This design comes from an exercise in tuning for small area, a short achievable clock period and few clock cycles on the open sky130 flow, not from production work.
Function was checked by simulation only, so behaviour that the tests miss may differ from the original.
Power and IR drop assume default switching activity.

## flow/design.v (module list and top-level ports; edited modules follow where they fit)
// module fir_fa: 11 lines
// module fir_ha: 10 lines
// module fir_filter_streaming: 6289 lines
module fir_filter_streaming
#(
   parameter int TAPS = 8
)
(
   input  logic                clock,
   input  logic                reset,
   input  logic                req_valid,
   output logic                req_stall,
   input  logic signed [15:0]  req_sample,
   output logic                rsp_valid,
   input  logic                rsp_stall,
   output logic signed [34:0]  rsp_filtered,
   input  logic                csr_write_en,
   input  logic [7:0]          csr_index,
   input  logic signed [15:0]  csr_wdata
);
  // ...
==> flow/run.sh <==
#!/bin/bash
# synth_recipe.tcl (not shown) runs the flow's synth.tcl, then flattens the netlist and writes it again
# the make line also repeats each setting of config.mk as NAME=value (left out here)
make -C /OpenROAD-flow-scripts/flow DESIGN_CONFIG=/design/flow/config.mk WORK_HOME=/design/flow/orfs CLKGATE_MAP_FILE= SYNTH_SCRIPT=/design/flow/synth_recipe.tcl finish
==> flow/config.mk <==
export PLATFORM = sky130hd
export DESIGN_NAME = fir_filter_streaming
export DESIGN_NICKNAME = fir_filter_streaming
export VERILOG_FILES = /design/flow/design.v
export SDC_FILE = /design/flow/constraint.sdc
export NUM_CORES = 4
export LEC_CHECK = 0
export ABC_AREA = 1
export CAP_MARGIN = 20
export CORE_MARGIN = 2
export CORE_UTILIZATION = 50
export SETUP_SLACK_MARGIN = 4.4
export SLEW_MARGIN = 20
export SYNTH_HIERARCHICAL = 1
export SYNTH_MINIMUM_KEEP_SIZE = 0
==> flow/constraint.sdc <==
create_clock -name core_clock -period 8.0 [get_ports {clock}]
set_input_delay 1.6000 -clock core_clock [delete_from_list [all_inputs] [get_ports {clock}]]
set_output_delay 1.6000 -clock core_clock [all_outputs]
set_load 0.01 [all_outputs]
==> flow_metrics.env, run 1 <==
export IMPL_status="no timing/DRC/antenna violations"
export IMPL_r2r_start="hist3_q[0]$_SDFFE_PP0P_"
export IMPL_cts_root_buffer="clkbuf_16"
export IMPL_combPwrFrac=0.293
export IMPL_min_delay_path_depth=0
export IMPL_rsz0062_at_grt="true"
export IMPL_cpMostUsedCell="fa_1"
export IMPL_cp_start_kind="flip-flop"
export IMPL_nNetsFinal=7179
export IMPL_fin_cells=7809
export IMPL_dp_hpwl_um=253000
export IMPL_grt_max_degree=153
export IMPL_pg_comb_w=0.00356
export IMPL_synth_xor_area_frac=0.149
export IMPL_r2r_end="p1_q[2]$_DFFE_PN_"
export IMPL_via_per_inst=6.87
export IMPL_busiest_layer="met2"
export IMPL_multiInputGateArea_mm2=0.0444
export IMPL_nonClkBufAreaFrac=0.0656
export IMPL_overflow=0
export IMPL_syn_area_mm2=0.0651
export IMPL_min_to="p2_q[0]$_DFFE_PN_"
export IMPL_p_sw_w=0.00436
export IMPL_multi_input_cells=4292
export IMPL_num_nonclk_inverters=412
export IMPL_hp_start="p1_q[0]$_DFFE_PN_"
export IMPL_power_w=0.0121
export IMPL_power_density_mw_per_mm2=161
export IMPL_synth_common_cells="1108 x fa_1, 1074 x xor2_1, 960 x o22ai_1"
export IMPL_swShare=0.359
export IMPL_yosysSeqAreaShare=0.281
export IMPL_power_share_clock=0.331
export IMPL_ir_worst_vdd_v=0.000230
export IMPL_reg2reg_depth=6
Testbench counts, summed over its fixed seeds: cycles 16,024.
==> run 2: changes to the inputs <==
--- a/flow/design.v
+++ b/flow/design.v
@@ -6315,10 +6315,227 @@
    fir_fa u_fa1105 (.a(p2_q[48]), .b(p2_q[49]), .c(p2_q[50]), .s(s2223), .co(c2224));
    fir_ha u_ha8 (.a(p2_q[51]), .b(p2_q[52]), .s(s2225), .co(c2226));
    fir_fa u_fa1106 (.a(p2_q[53]), .b(p2_q[54]), .c(p2_q[55]), .s(s2227), .co(c2228));
    fir_ha u_ha9 (.a(p2_q[56]), .b(p2_q[57]), .s(s2229), .co(c2230));
    fir_fa u_fa1107 (.a(p2_q[59]), .b(p2_q[60]), .c(p2_q[61]), .s(s2231), .co(c2232));
    fir_fa u_fa1108 (.a(p2_q[63]), .b(p2_q[64]), .c(p2_q[65]), .s(s2233), .co(c2234));
    assign row_a = {1'b1, p2_q[68], p2_q[67], p2_q[66], s2233, p2_q[62], s2231, p2_q[58], c2228, c2226, c2224, c2222, c2220, c2218, c2214, c2210, s2209, c2202, s2201, s2197, c2194, s2193, c2190, s2189, c2186, s2185, c2182, s2181, p2_q[7], p2_q[6], p2_q[5], p2_q[4], p2_q[3], p2_q[2], p2_q[0]};
    assign row_b = {1'b0, p2_q[69], 1'b0, c2234, 1'b0, c2232, 1'b0, c2230, s2229, s2227, s2225, s2223, s2221, s2219, s2217, s2213, 1'b0, s2205, 1'b0, 1'b0, s2195, 1'b0, s2191, 1'b0, s2187, 1'b0, s2183, 1'b0, 1'b0, 1'b0, 1'b0, 1'b0, 1'b0, 1'b0, p2_q[1]};
-   assign sum   = row_a + row_b;
+   logic bkg1, bkp1;
+   logic bkg2, bkp2;
+   logic bkg3, bkp3;
+   logic bkg4, bkp4;
+   logic bkg5, bkp5;
+   logic bkg6, bkp6;
+   logic bkg7, bkp7;
+   logic bkg8, bkp8;
+   logic bkg9, bkp9;
+   logic bkg10, bkp10;
+   logic bkg11, bkp11;
+   logic bkg12, bkp12;
+   logic bkg13, bkp13;
+   logic bkg14, bkp14;
+   logic bkg15, bkp15;
+   logic bkg16, bkp16;
+   logic bkg17, bkp17;
+   logic bkg18, bkp18;
+   logic bkg19, bkp19;
+   logic bkg20, bkp20;
+   logic bkg21, bkp21;
+   logic bkg22, bkp22;
+   logic bkg23, bkp23;
+   logic bkg24, bkp24;
+   logic bkg25, bkp25;
+   logic bkg26, bkp26;
+   logic bkg27, bkp27;
+   logic bkg28, bkp28;
+   logic bkg29, bkp29;
+   logic bkg30, bkp30;
+   logic bkg31, bkp31;
+   logic bkg32, bkp32;
+   logic bkg33, bkp33;
+   logic bkg34, bkp34;
+   logic bkg35, bkp35;
+   logic bkg36, bkp36;
+   logic bkg37, bkp37;
+   logic bkg38, bkp38;
+   logic bkg39, bkp39;
+   logic bkg40, bkp40;
+   logic bkg41, bkp41;
+   logic bkg42, bkp42;
+   logic bkg43, bkp43;
+   logic bkg44, bkp44;
+   logic bkg45, bkp45;
+   logic bkg46, bkp46;
+   logic bkg47, bkp47;
+   logic bkg48, bkp48;
+   logic bkg49, bkp49;
+   logic bkg50, bkp50;
+   logic bkg51, bkp51;
+   logic bkg52, bkp52;
+   logic bkg53, bkp53;
+   logic bkg54, bkp54;
+   logic bkg55, bkp55;
+   logic bkg56, bkp56;
+   logic bkg57, bkp57;
+   logic bkg58, bkp58;
+   logic bkg59, bkp59;
+   logic bkg60, bkp60;
+   logic bkg61, bkp61;
+   assign bkg1 = (row_a[1] & row_b[1]) | ((row_a[1] ^ row_b[1]) & (row_a[0] & row_b[0]));
+   assign bkp1 = (row_a[1] ^ row_b[1]) & (row_a[0] ^ row_b[0]);
+   assign bkg2 = (row_a[3] & row_b[3]) | ((row_a[3] ^ row_b[3]) & (row_a[2] & row_b[2]));
+   assign bkp2 = (row_a[3] ^ row_b[3]) & (row_a[2] ^ row_b[2]);
+   assign bkg3 = (row_a[5] & row_b[5]) | ((row_a[5] ^ row_b[5]) & (row_a[4] & row_b[4]));
+   assign bkp3 = (row_a[5] ^ row_b[5]) & (row_a[4] ^ row_b[4]);
+   assign bkg4 = (row_a[7] & row_b[7]) | ((row_a[7] ^ row_b[7]) & (row_a[6] & row_b[6]));
+   assign bkp4 = (row_a[7] ^ row_b[7]) & (row_a[6] ^ row_b[6]);
+   assign bkg5 = (row_a[9] & row_b[9]) | ((row_a[9] ^ row_b[9]) & (row_a[8] & row_b[8]));
+   assign bkp5 = (row_a[9] ^ row_b[9]) & (row_a[8] ^ row_b[8]);
+   assign bkg6 = (row_a[11] & row_b[11]) | ((row_a[11] ^ row_b[11]) & (row_a[10] & row_b[10]));
+   assign bkp6 = (row_a[11] ^ row_b[11]) & (row_a[10] ^ row_b[10]);
+   assign bkg7 = (row_a[13] & row_b[13]) | ((row_a[13] ^ row_b[13]) & (row_a[12] & row_b[12]));
+   assign bkp7 = (row_a[13] ^ row_b[13]) & (row_a[12] ^ row_b[12]);
+   assign bkg8 = (row_a[15] & row_b[15]) | ((row_a[15] ^ row_b[15]) & (row_a[14] & row_b[14]));
+   assign bkp8 = (row_a[15] ^ row_b[15]) & (row_a[14] ^ row_b[14]);
+   assign bkg9 = (row_a[17] & row_b[17]) | ((row_a[17] ^ row_b[17]) & (row_a[16] & row_b[16]));
+   assign bkp9 = (row_a[17] ^ row_b[17]) & (row_a[16] ^ row_b[16]);
+   assign bkg10 = (row_a[19] & row_b[19]) | ((row_a[19] ^ row_b[19]) & (row_a[18] & row_b[18]));
+   assign bkp10 = (row_a[19] ^ row_b[19]) & (row_a[18] ^ row_b[18]);
+   assign bkg11 = (row_a[21] & row_b[21]) | ((row_a[21] ^ row_b[21]) & (row_a[20] & row_b[20]));
+   assign bkp11 = (row_a[21] ^ row_b[21]) & (row_a[20] ^ row_b[20]);
+   assign bkg12 = (row_a[23] & row_b[23]) | ((row_a[23] ^ row_b[23]) & (row_a[22] & row_b[22]));
+   assign bkp12 = (row_a[23] ^ row_b[23]) & (row_a[22] ^ row_b[22]);
+   assign bkg13 = (row_a[25] & row_b[25]) | ((row_a[25] ^ row_b[25]) & (row_a[24] & row_b[24]));
+   assign bkp13 = (row_a[25] ^ row_b[25]) & (row_a[24] ^ row_b[24]);
+   assign bkg14 = (row_a[27] & row_b[27]) | ((row_a[27] ^ row_b[27]) & (row_a[26] & row_b[26]));
+   assign bkp14 = (row_a[27] ^ row_b[27]) & (row_a[26] ^ row_b[26]);
+   assign bkg15 = (row_a[29] & row_b[29]) | ((row_a[29] ^ row_b[29]) & (row_a[28] & row_b[28]));
+   assign bkp15 = (row_a[29] ^ row_b[29]) & (row_a[28] ^ row_b[28]);
+   assign bkg16 = (row_a[31] & row_b[31]) | ((row_a[31] ^ row_b[31]) & (row_a[30] & row_b[30]));
+   assign bkp16 = (row_a[31] ^ row_b[31]) & (row_a[30] ^ row_b[30]);
+   assign bkg17 = (row_a[33] & row_b[33]) | ((row_a[33] ^ row_b[33]) & (row_a[32] & row_b[32]));
+   assign bkp17 = (row_a[33] ^ row_b[33]) & (row_a[32] ^ row_b[32]);
+   assign bkg18 = bkg2 | (bkp2 & bkg1);
+   assign bkp18 = bkp2 & bkp1;
+   assign bkg19 = bkg4 | (bkp4 & bkg3);
+   assign bkp19 = bkp4 & bkp3;
+   assign bkg20 = bkg6 | (bkp6 & bkg5);
+   assign bkp20 = bkp6 & bkp5;
+   assign bkg21 = bkg8 | (bkp8 & bkg7);
+   assign bkp21 = bkp8 & bkp7;
+   assign bkg22 = bkg10 | (bkp10 & bkg9);
+   assign bkp22 = bkp10 & bkp9;
+   assign bkg23 = bkg12 | (bkp12 & bkg11);
+   assign bkp23 = bkp12 & bkp11;
+   assign bkg24 = bkg14 | (bkp14 & bkg13);
+   assign bkp24 = bkp14 & bkp13;
+   assign bkg25 = bkg16 | (bkp16 & bkg15);
+   assign bkp25 = bkp16 & bkp15;
+   assign bkg26 = bkg19 | (bkp19 & bkg18);
+   assign bkp26 = bkp19 & bkp18;
+   assign bkg27 = bkg21 | (bkp21 & bkg20);
+   assign bkp27 = bkp21 & bkp20;
+   assign bkg28 = bkg23 | (bkp23 & bkg22);
+   assign bkp28 = bkp23 & bkp22;
+   assign bkg29 = bkg25 | (bkp25 & bkg24);
+   assign bkp29 = bkp25 & bkp24;
+   assign bkg30 = bkg27 | (bkp27 & bkg26);
+   assign bkp30 = bkp27 & bkp26;
+   assign bkg31 = bkg29 | (bkp29 & bkg28);
+   assign bkp31 = bkp29 & bkp28;
+   assign bkg32 = bkg31 | (bkp31 & bkg30);
+   assign bkp32 = bkp31 & bkp30;
+   assign bkg33 = bkg28 | (bkp28 & bkg30);
+   assign bkp33 = bkp28 & bkp30;
+   assign bkg34 = bkg20 | (bkp20 & bkg26);
+   assign bkp34 = bkp20 & bkp26;
+   assign bkg35 = bkg22 | (bkp22 & bkg30);
+   assign bkp35 = bkp22 & bkp30;
+   assign bkg36 = bkg24 | (bkp24 & bkg33);
+   assign bkp36 = bkp24 & bkp33;
+   assign bkg37 = bkg3 | (bkp3 & bkg18);
+   assign bkp37 = bkp3 & bkp18;
+   assign bkg38 = bkg5 | (bkp5 & bkg26);
+   assign bkp38 = bkp5 & bkp26;
+   assign bkg39 = bkg7 | (bkp7 & bkg34);
+   assign bkp39 = bkp7 & bkp34;
+   assign bkg40 = bkg9 | (bkp9 & bkg30);
+   assign bkp40 = bkp9 & bkp30;
+   assign bkg41 = bkg11 | (bkp11 & bkg35);
+   assign bkp41 = bkp11 & bkp35;
+   assign bkg42 = bkg13 | (bkp13 & bkg33);
+   assign bkp42 = bkp13 & bkp33;
+   assign bkg43 = bkg15 | (bkp15 & bkg36);
+   assign bkp43 = bkp15 & bkp36;
+   assign bkg44 = bkg17 | (bkp17 & bkg32);
+   assign bkp44 = bkp17 & bkp32;
+   assign bkg45 = (row_a[2] & row_b[2]) | ((row_a[2] ^ row_b[2]) & bkg1);
+   assign bkp45 = (row_a[2] ^ row_b[2]) & bkp1;
+   assign bkg46 = (row_a[4] & row_b[4]) | ((row_a[4] ^ row_b[4]) & bkg18);
+   assign bkp46 = (row_a[4] ^ row_b[4]) & bkp18;
+   assign bkg47 = (row_a[6] & row_b[6]) | ((row_a[6] ^ row_b[6]) & bkg37);
+   assign bkp47 = (row_a[6] ^ row_b[6]) & bkp37;
+   assign bkg48 = (row_a[8] & row_b[8]) | ((row_a[8] ^ row_b[8]) & bkg26);
+   assign bkp48 = (row_a[8] ^ row_b[8]) & bkp26;
+   assign bkg49 = (row_a[10] & row_b[10]) | ((row_a[10] ^ row_b[10]) & bkg38);
+   assign bkp49 = (row_a[10] ^ row_b[10]) & bkp38;
+   assign bkg50 = (row_a[12] & row_b[12]) | ((row_a[12] ^ row_b[12]) & bkg34);
+   assign bkp50 = (row_a[12] ^ row_b[12]) & bkp34;
+   assign bkg51 = (row_a[14] & row_b[14]) | ((row_a[14] ^ row_b[14]) & bkg39);
+   assign bkp51 = (row_a[14] ^ row_b[14]) & bkp39;
+   assign bkg52 = (row_a[16] & row_b[16]) | ((row_a[16] ^ row_b[16]) & bkg30);
+   assign bkp52 = (row_a[16] ^ row_b[16]) & bkp30;
+   assign bkg53 = (row_a[18] & row_b[18]) | ((row_a[18] ^ row_b[18]) & bkg40);
+   assign bkp53 = (row_a[18] ^ row_b[18]) & bkp40;
+   assign bkg54 = (row_a[20] & row_b[20]) | ((row_a[20] ^ row_b[20]) & bkg35);
+   assign bkp54 = (row_a[20] ^ row_b[20]) & bkp35;
+   assign bkg55 = (row_a[22] & row_b[22]) | ((row_a[22] ^ row_b[22]) & bkg41);
+   assign bkp55 = (row_a[22] ^ row_b[22]) & bkp41;
+   assign bkg56 = (row_a[24] & row_b[24]) | ((row_a[24] ^ row_b[24]) & bkg33);
+   assign bkp56 = (row_a[24] ^ row_b[24]) & bkp33;
+   assign bkg57 = (row_a[26] & row_b[26]) | ((row_a[26] ^ row_b[26]) & bkg42);
+   assign bkp57 = (row_a[26] ^ row_b[26]) & bkp42;
+   assign bkg58 = (row_a[28] & row_b[28]) | ((row_a[28] ^ row_b[28]) & bkg36);
+   assign bkp58 = (row_a[28] ^ row_b[28]) & bkp36;
+   assign bkg59 = (row_a[30] & row_b[30]) | ((row_a[30] ^ row_b[30]) & bkg43);
+   assign bkp59 = (row_a[30] ^ row_b[30]) & bkp43;
+   assign bkg60 = (row_a[32] & row_b[32]) | ((row_a[32] ^ row_b[32]) & bkg32);
+   assign bkp60 = (row_a[32] ^ row_b[32]) & bkp32;
+   assign bkg61 = (row_a[34] & row_b[34]) | ((row_a[34] ^ row_b[34]) & bkg44);
+   assign bkp61 = (row_a[34] ^ row_b[34]) & bkp44;
+   assign sum[0] = (row_a[0] ^ row_b[0]);
+   assign sum[1] = (row_a[1] ^ row_b[1]) ^ (row_a[0] & row_b[0]);
+   assign sum[2] = (row_a[2] ^ row_b[2]) ^ bkg1;
+   assign sum[3] = (row_a[3] ^ row_b[3]) ^ bkg45;
+   assign sum[4] = (row_a[4] ^ row_b[4]) ^ bkg18;
+   assign sum[5] = (row_a[5] ^ row_b[5]) ^ bkg46;
+   assign sum[6] = (row_a[6] ^ row_b[6]) ^ bkg37;
+   assign sum[7] = (row_a[7] ^ row_b[7]) ^ bkg47;
+   assign sum[8] = (row_a[8] ^ row_b[8]) ^ bkg26;
+   assign sum[9] = (row_a[9] ^ row_b[9]) ^ bkg48;
+   assign sum[10] = (row_a[10] ^ row_b[10]) ^ bkg38;
+   assign sum[11] = (row_a[11] ^ row_b[11]) ^ bkg49;
+   assign sum[12] = (row_a[12] ^ row_b[12]) ^ bkg34;
+   assign sum[13] = (row_a[13] ^ row_b[13]) ^ bkg50;
+   assign sum[14] = (row_a[14] ^ row_b[14]) ^ bkg39;
+   assign sum[15] = (row_a[15] ^ row_b[15]) ^ bkg51;
+   assign sum[16] = (row_a[16] ^ row_b[16]) ^ bkg30;
+   assign sum[17] = (row_a[17] ^ row_b[17]) ^ bkg52;
+   assign sum[18] = (row_a[18] ^ row_b[18]) ^ bkg40;
+   assign sum[19] = (row_a[19] ^ row_b[19]) ^ bkg53;
+   assign sum[20] = (row_a[20] ^ row_b[20]) ^ bkg35;
+   assign sum[21] = (row_a[21] ^ row_b[21]) ^ bkg54;
+   assign sum[22] = (row_a[22] ^ row_b[22]) ^ bkg41;
+   assign sum[23] = (row_a[23] ^ row_b[23]) ^ bkg55;
+   assign sum[24] = (row_a[24] ^ row_b[24]) ^ bkg33;
+   assign sum[25] = (row_a[25] ^ row_b[25]) ^ bkg56;
+   assign sum[26] = (row_a[26] ^ row_b[26]) ^ bkg42;
+   assign sum[27] = (row_a[27] ^ row_b[27]) ^ bkg57;
+   assign sum[28] = (row_a[28] ^ row_b[28]) ^ bkg36;
+   assign sum[29] = (row_a[29] ^ row_b[29]) ^ bkg58;
+   assign sum[30] = (row_a[30] ^ row_b[30]) ^ bkg43;
+   assign sum[31] = (row_a[31] ^ row_b[31]) ^ bkg59;
+   assign sum[32] = (row_a[32] ^ row_b[32]) ^ bkg32;
+   assign sum[33] = (row_a[33] ^ row_b[33]) ^ bkg60;
+   assign sum[34] = (row_a[34] ^ row_b[34]) ^ bkg44;
 endmodule
==> flow_metrics.env, run 2 <==
export IMPL_nNetsFinal=7035
export IMPL_crit_chain="nand2_1, xnor2_1, fa_1, fa_1, fa_2, fa_1"
export IMPL_fin_ws_ns=4.30
export IMPL_place_congestion=1.11
export IMPL_die_area_mm2=0.132
export IMPL_cts_clk_slew_worst_paths_ns=0.06
export IMPL_critPathCaptureType="flip-flop"
export IMPL_overflow=0
export IMPL_grt_pass1_vias=50900
export IMPL_r2r_end="p1_q[77]$_DFFE_PN_"
export IMPL_final_common_cell="xor2_1"
export IMPL_post_route_period_util=0.462
export IMPL_r2r_slack_ns=4.30
export IMPL_drt_wirelength_per_cell_um=42.9
export IMPL_synth_top_area_frac=0.346
export IMPL_worstPathMaxFanout=10
export IMPL_ioPinCount=82
export IMPL_cap_violations=0
export IMPL_ant_nets=0
export IMPL_cpMostUsedCell="fa_1"
export IMPL_cts_buffer_depth=3
export IMPL_tns_ns=0
export IMPL_nFillCells=10500
export IMPL_synth_ff_type="edfxtp_1"
export IMPL_largest_register="p1_q"
export IMPL_preCtsSetupSlack_ns=3.00
export IMPL_cp_start_kind="flip-flop"
export IMPL_core_area_mm2=0.128
export IMPL_worstPathArrival_ns=4.18
export IMPL_relSlewSlack=0.104
export IMPL_detailedRoute_firstPassIterationCount=6
export IMPL_clock_sinks=711
export IMPL_reg2reg_depth=6
export IMPL_drc=0
export IMPL_crit_type="reg2reg"
export IMPL_h_tree_depth=3
export IMPL_finalHoldViolCount=0
export IMPL_critPathSlowestCell="xnor2_1"
export IMPL_syn_area_mm2=0.0645
export IMPL_largest_reg_flops=299
export IMPL_syn_inst=5642
export IMPL_ir_worst_vdd_v=0.000220
export IMPL_track_usage=0.492
export IMPL_yosysMostFrequentCell="fa_1"
export IMPL_worstHoldPathType="reg2reg"
export IMPL_synth_area_leaders="fa_1 35%, edfxtp_1 19%, xor2_1 14%, dfxtp_1 9.5%, o22ai_1 9.3%"
export IMPL_reg_largest_list="p1_q (299), p2_q (70), rsp_filtered (35)"
export IMPL_power_density_mw_per_mm2=153
export IMPL_drive_above_1_share=0.219
export IMPL_cts_buffers=88
export IMPL_final_cell_mix="1002 x xor2_1, 952 x fa_1, 941 x o22ai_1, 404 x edfxtp_1, 367 x buf_4"
export IMPL_fmax_mhz=271
export IMPL_synth_largest_area_cell="fa_1"
export IMPL_fin_worst_skew_ns=0.0515
export IMPL_area_growth_pct=17.1
export IMPL_drt_iter0_markers=8156
export IMPL_wl_um=326000
export IMPL_r2r_start="hist5_q[0]$_SDFFE_PP0P_"
export IMPL_rows=131
export IMPL_synth_seq_cells=711
export IMPL_async_flop_share=0
export IMPL_slew_violations=0
export IMPL_period_needed_ns=3.70
export IMPL_initial_core_util=0.505
export IMPL_die_w_um=363
export IMPL_required_ns=8.48
export IMPL_yosysSeqAreaShare=0.283
export IMPL_grt_pass1_wl_um=436000
export IMPL_synth_common_cells="1116 x fa_1, 1043 x xor2_1, 960 x o22ai_1"
export IMPL_synth_cell_types=38
export IMPL_ys_warn_count=7
export IMPL_worstMarginPinSlew_ns=1.34
export IMPL_vias=52800
export IMPL_grt_antenna_before_repair=21
export IMPL_portBuffers=81
export IMPL_grt_max_degree=168
export IMPL_die_y_um=363
export IMPL_dp_hpwl_um=241000
export IMPL_via_per_inst=6.95
export IMPL_cts_tree="built"
export IMPL_utilization=0.591
export IMPL_status="no timing/DRC/antenna violations"
export IMPL_setup_viol=0
export IMPL_slowest_delay_ns=0.74
export IMPL_synth_avg_cell_area_um2=11.4
export IMPL_multiInputGateArea_mm2=0.0443
export IMPL_min_to="p2_q[0]$_DFFE_PN_"
export IMPL_clock_latency_ns=0.76
export IMPL_cts_hold_buf=0
export IMPL_hp_start="p1_q[0]$_DFFE_PN_"
export IMPL_synth_edf_count=404
export IMPL_cts_root_buffer="clkbuf_16"
export IMPL_rsz0062_at_grt="true"
export IMPL_min_delay_path_depth=0
export IMPL_seqCellArea_mm2=0.0185
export IMPL_leakage_nw=36.4
-- run 2: cell types whose count changed in the layout (fill, tap and decap cells not counted), sizes merged, moves of 27 or more --
cell	before	now
nor2	67	135
xnor2	31	61
nand3	44	17
a21oi	308	254
nand2	249	128
xor2	1074	1043
inv	195	95
buf	406	477
-- run 2: what timing repair did --
| item | 4_1_cts | 5_1_grt |
|---|---|---|
| cloned | 6 | 7 |
| setup endpoints to repair | 501 | 171 |
| pin swaps | 10 | 75 |
| setup buffers | 311 | 71 |
| gates resized for setup | 459 | 226 |
-- run 2: layer usage --
metal	vias to the layer above	GRT usage	part of all wire
met5	-	0	0.00055
met4	16	0.292	0.079
met3	1119	0.262	0.17
met2	4785	0.656	0.39
met1	27000	0.627	0.36
li1	19900	-	-
-- run 2: critical path, delay by kind of cell, from the launching register on --
family	cells	cell delay (ns)
simple gates	1	0.10
flops	1	0.46
fa+ha+maj	4	2.13
xor+xnor	1	0.74
-- run 2: cell type report --
type | count | area share
timing repair inverter | 9 | 0.000729
multi-input combinational | 4149 | 0.587
inverter | 315 | 0.0271
timing repair buffer | 557 | 0.0755
clock inverter | 42 | 0.00535
sequential | 711 | 0.244
antenna | 25 | 0.000828
clock buffer | 118 | 0.0322
tap | 1662 | 0.0275
-- run 2: power by group --
group | switching [W] | leakage (nW) | internal (W)
sequential | 0.000230 | 7.18 | 0.00435
combinational | 0.00182 | 27.9 | 0.00107
clock | 0.00184 | 1.38 | 0.00225
total | 0.00390 | 36.4 | 0.00766
-- run 2: Yosys stat by module (local to each module, per instance) --
module                cell area, µm²  cells inside  copies in the design
fir_fa                          20.0             1                  1108
fir_filter_streaming           42200          4525                     1
fir_ha                          12.5             1                     9
-- run 2: cell families (layout without fill, tap and decap cells) --
kind of cell / count (synthesis) / count (layout) / share of synthesized area
compound gates: 1593 / 1593 / 0.143
xor+xnor: 1104 / 1104 / 0.150
fa+ha+maj: 1159 / 1159 / 0.355
buf+inv: 792 / 1041 / 0.0515
flops: 711 / 711 / 0.283
other cells: 1 / 33 / 0.0000581
simple gates: 282 / 285 / 0.0174
-- run 2: worst max-delay path by stage --
stage	endpoint	start	slack, ns	cells past startpoint
4_1_cts	req_stall	rsp_stall	4.25	4
6_report	p1_q[77]$_DFFE_PN_	hist5_q[0]$_SDFFE_PP0P_	4.30	6
2_1_floorplan	req_stall	rsp_stall	2.89	2
3_5_place_dp	req_stall	rsp_stall	3.00	4
5_1_grt	p1_q[135]$_DFFE_PN_	w4_q[1]$_SDFFE_PP0P_	4.32	8
3_3_place_gp	p1_q[284]$_DFFE_PN_	req_sample[14]	3.01	6
-- run 2: metrics by stage --
stage / hold WS [ns] / std cells / area (µm²) / power, W
final: 0.432 / 7588 / 75600 / 0.0116
after global routing: 0.433 / 7564 / 75500 / 0.0119
after CTS: 0.435 / 7484 / 74000 / 0.0114
after detailed placement: 0.412 / 7007 / 66500 / 0.00732
after global placement: 0.405 / 7006 / 66400 / 0.00724
after floorplan: 0.400 / 5649 / 65100 / 0.00610
Testbench counts of run 2, summed over its fixed seeds: cycles 16,024.
==> run 3: changes to the inputs <==
--- a/flow/config.mk
+++ b/flow/config.mk
@@ -8,7 +8,7 @@
 export ABC_AREA = 1
 export CAP_MARGIN = 20
 export CORE_MARGIN = 2
-export CORE_UTILIZATION = 50
+export CORE_UTILIZATION = 45
 export SETUP_SLACK_MARGIN = 4.4
 export SLEW_MARGIN = 20
 export SYNTH_HIERARCHICAL = 1
==> flow_metrics.env, run 3 <==
export IMPL_track_usage=0.428
export IMPL_cts_tree="built"
export IMPL_finalHoldViolCount=0
export IMPL_yosysMostFrequentCell="fa_1"
export IMPL_crit_type="reg2reg"
export IMPL_clock_latency_ns=0.76
export IMPL_startpoint="w7_q[23]$_SDFFE_PP0P_"
export IMPL_cts_buffer_depth=3
export IMPL_overflow=0
export IMPL_synth_top_area_frac=0.346
export IMPL_grt_max_degree=154
export IMPL_critPathCaptureType="flip-flop"
export IMPL_status="no timing/DRC/antenna violations"
export IMPL_rsz0062_at_grt="true"
export IMPL_drt_iter0_markers=8123
export IMPL_place_congestion=1.11
export IMPL_die_w_um=383
export IMPL_vias=52000
export IMPL_critPathSlowestCell="fa_2"
export IMPL_r2r_slack_ns=4.30
export IMPL_cap_violations=0
export IMPL_cp_endpoint="p1_q[168]$_DFFE_PN_"
export IMPL_reg_largest_list="p1_q (299), p2_q (70), rsp_filtered (35)"
export IMPL_cts_buffers=89
export IMPL_worstPathMaxFanout=16
export IMPL_dp_hpwl_um=238000
export IMPL_slowest_delay_ns=0.76
export IMPL_cp_start_kind="flip-flop"
export IMPL_rows=138
export IMPL_die_y_um=383
export IMPL_grt_antenna_before_repair=19
export IMPL_portBuffers=81
export IMPL_synth_edf_count=404
export IMPL_ys_warn_count=7
export IMPL_nNetsFinal=7011
export IMPL_area_growth_pct=17.5
export IMPL_die_area_mm2=0.146
export IMPL_h_tree_depth=3
export IMPL_synth_largest_area_cell="fa_1"
export IMPL_r2r_end="p1_q[168]$_DFFE_PN_"
export IMPL_synth_ff_type="edfxtp_1"
export IMPL_final_cell_mix="1006 x xor2_1, 954 x fa_1, 923 x o22ai_1, 404 x edfxtp_1, 336 x buf_4"
export IMPL_drc=0
export IMPL_final_common_cell="xor2_1"
export IMPL_worstHoldPathType="reg2reg"
export IMPL_clock_sinks=711
export IMPL_ir_worst_vdd_v=0.000275
export IMPL_setup_viol=0
export IMPL_synth_cell_types=38
export IMPL_drt_wirelength_per_cell_um=40.8
export IMPL_core_area_mm2=0.142
export IMPL_synth_seq_cells=711
export IMPL_cts_clk_slew_worst_paths_ns=0.06
export IMPL_preCtsSetupSlack_ns=3.06
export IMPL_slew_violations=0
export IMPL_cpMostUsedCell="fa_1"
export IMPL_synth_common_cells="1116 x fa_1, 1043 x xor2_1, 960 x o22ai_1"
export IMPL_initial_core_util=0.454
export IMPL_grt_pass1_wl_um=425000
export IMPL_synth_area_leaders="fa_1 35%, edfxtp_1 19%, xor2_1 14%, dfxtp_1 9.5%, o22ai_1 9.3%"
export IMPL_synth_avg_cell_area_um2=11.4
export IMPL_reg2reg_depth=6
export IMPL_cts_root_buffer="clkbuf_16"
export IMPL_post_route_period_util=0.462
export IMPL_largest_register="p1_q"
export IMPL_power_density_mw_per_mm2=153
export IMPL_ioPinCount=82
export IMPL_fin_worst_skew_ns=0.0479
export IMPL_ant_nets=0
export IMPL_required_ns=8.46
export IMPL_fin_ws_ns=4.30
export IMPL_grt_pass1_vias=50100
export IMPL_drive_above_1_share=0.223
export IMPL_relSlewSlack=0.132
export IMPL_hp_start="p1_q[0]$_DFFE_PN_"
export IMPL_via_per_inst=6.68
export IMPL_syn_inst=5642
export IMPL_crit_chain="inv_1, o22ai_1, xor2_1, fa_1, fa_2, fa_1"
export IMPL_r2r_start="w7_q[23]$_SDFFE_PP0P_"
export IMPL_fmax_mhz=271
export IMPL_yosysSeqAreaShare=0.283
export IMPL_tns_ns=0
export IMPL_worstMarginPinSlew_ns=1.30
export IMPL_period_needed_ns=3.70
export IMPL_largest_reg_flops=299
export IMPL_worstPathArrival_ns=4.16
export IMPL_leakage_nw=36.4
export IMPL_async_flop_share=0
export IMPL_wl_um=318000
export IMPL_syn_area_mm2=0.0645
export IMPL_detailedRoute_firstPassIterationCount=7
## run 3: modules after synthesis, one instance, submodules excluded
module	times used	area (µm²)	cells
fir_filter_streaming	1	42200	4525
fir_fa	1108	20.0	1
fir_ha	9	12.5	1
## run 3: per-layer routing
metal,up-vias,wire length [µm],track usage
li1,19800,-,-
met1,26600,115000,0.549
met2,4519,125000,0.575
met3,1073,51600,0.207
met4,16,26400,0.263
met5,-,304,0.0103
## run 3: metrics by stage
| step | util | cells | hold WS [ns] | instance area (µm²) | power [W] |
|---|---|---|---|---|---|
| 6_report | 0.534 | 7792 | 0.440 | 75800 | 0.0116 |
| 5_1_grt | 0.534 | 7771 | 0.449 | 75800 | 0.0120 |
| 4_1_cts | 0.521 | 7663 | 0.437 | 73900 | 0.0115 |
| 3_5_place_dp | 0.470 | 7228 | 0.406 | 66700 | 0.00718 |
| 3_3_place_gp | 0.470 | 7227 | 0.406 | 66600 | 0.00710 |
| 2_1_floorplan | - | 5649 | 0.400 | 65100 | 0.00610 |
## run 3: worst min path at each step
stage	to	slack, ns	depth (start not counted)
finish	p2_q[0]$_DFFE_PN_	0.44	0
global route	p2_q[1]$_DFFE_PN_	0.45	0
CTS	p2_q[0]$_DFFE_PN_	0.44	0
detailed placement	p2_q[0]$_DFFE_PN_	0.41	0
global placement	p2_q[0]$_DFFE_PN_	0.41	0
floorplan	p2_q[0]$_DFFE_PN_	0.40	0
## run 3: critical path: cells and delay by family (launching register included)
family / cells / cell delay, ns
AOI/OAI and AO/OA: 1 / 0.26
xor gates and xnor gates: 1 / 0.43
adders and majority gates: 3 / 1.82
buffers and inverters: 1 / 0.59
DFF: 1 / 0.30
## run 3: cell families (layout without fill, tap and decap cells)
logic type | Yosys count | in the layout | synth area share
buf+inv | 792 | 1022 | 0.0515
flops | 711 | 711 | 0.283
compound gates | 1593 | 1593 | 0.143
fa+ha+maj | 1159 | 1159 | 0.355
other cells | 1 | 29 | 0.0000581
simple gates | 282 | 284 | 0.0174
xor+xnor | 1104 | 1104 | 0.150
## run 3: report_power, final
part / switching [W] / internal, W / total, W
logic: 0.00170 / 0.00105 / 0.00275
registers: 0.000222 / 0.00434 / 0.00457
clock network: 0.00185 / 0.00240 / 0.00425
total: 0.00378 / 0.00779 / 0.0116
## run 3: repair_timing
item                                    CTS  global route
pin swaps                                16            80
endpoints found under the setup margin  688           173
gates cloned                              6            14
resized for setup                       472           266
hold buffers                              0             0
buffers inserted                        264            94
## run 3: final cells by class
class / instances / area (µm²)
antenna: 21 / 52.6
timing repair buffer: 524 / 5400
multi-input combinational: 4148 / 44400
clock inverter: 52 / 569
tap: 1890 / 2360
sequential: 711 / 18500
clock buffer: 113 / 2370
fill: 12400 / 66100
timing repair inverter: 18 / 108
inverter: 315 / 2060

==> static timing again, ports no longer ideal <==
Ports are ideal in the flow. The routed layouts listed here were re-timed in OpenROAD.
Step 1: set_driving_cell puts a clkbuf_16 on clock and a buf_2 on each other input, an assumption about the parent block.
Step 2 times the ports against the registers' clock, not the clock port: input delays grow and output delays shrink by t, the midpoint of the rising clock arrivals with the driver on.
Slacks: ideal ports / drivers / drivers and shift; pairs: ideal ports / drivers.
run | t (ns) | setup WS [ns] | slew at the worst register clock pin (ns)
run 1 | 0.807 | 4.294 / 4.294 / 3.604 | 0.07 / 0.07
run 2 | 0.820 | 4.304 / 4.304 / 3.624 | 0.08 / 0.08
run 3 | 0.816 | 4.303 / 4.303 / 3.604 | 0.07 / 0.07
After both steps setup and hold are still met in every run listed. The setup slack of run 3, which loses most, moves by 0.000 ns with the drivers and by -0.699 ns with both steps.
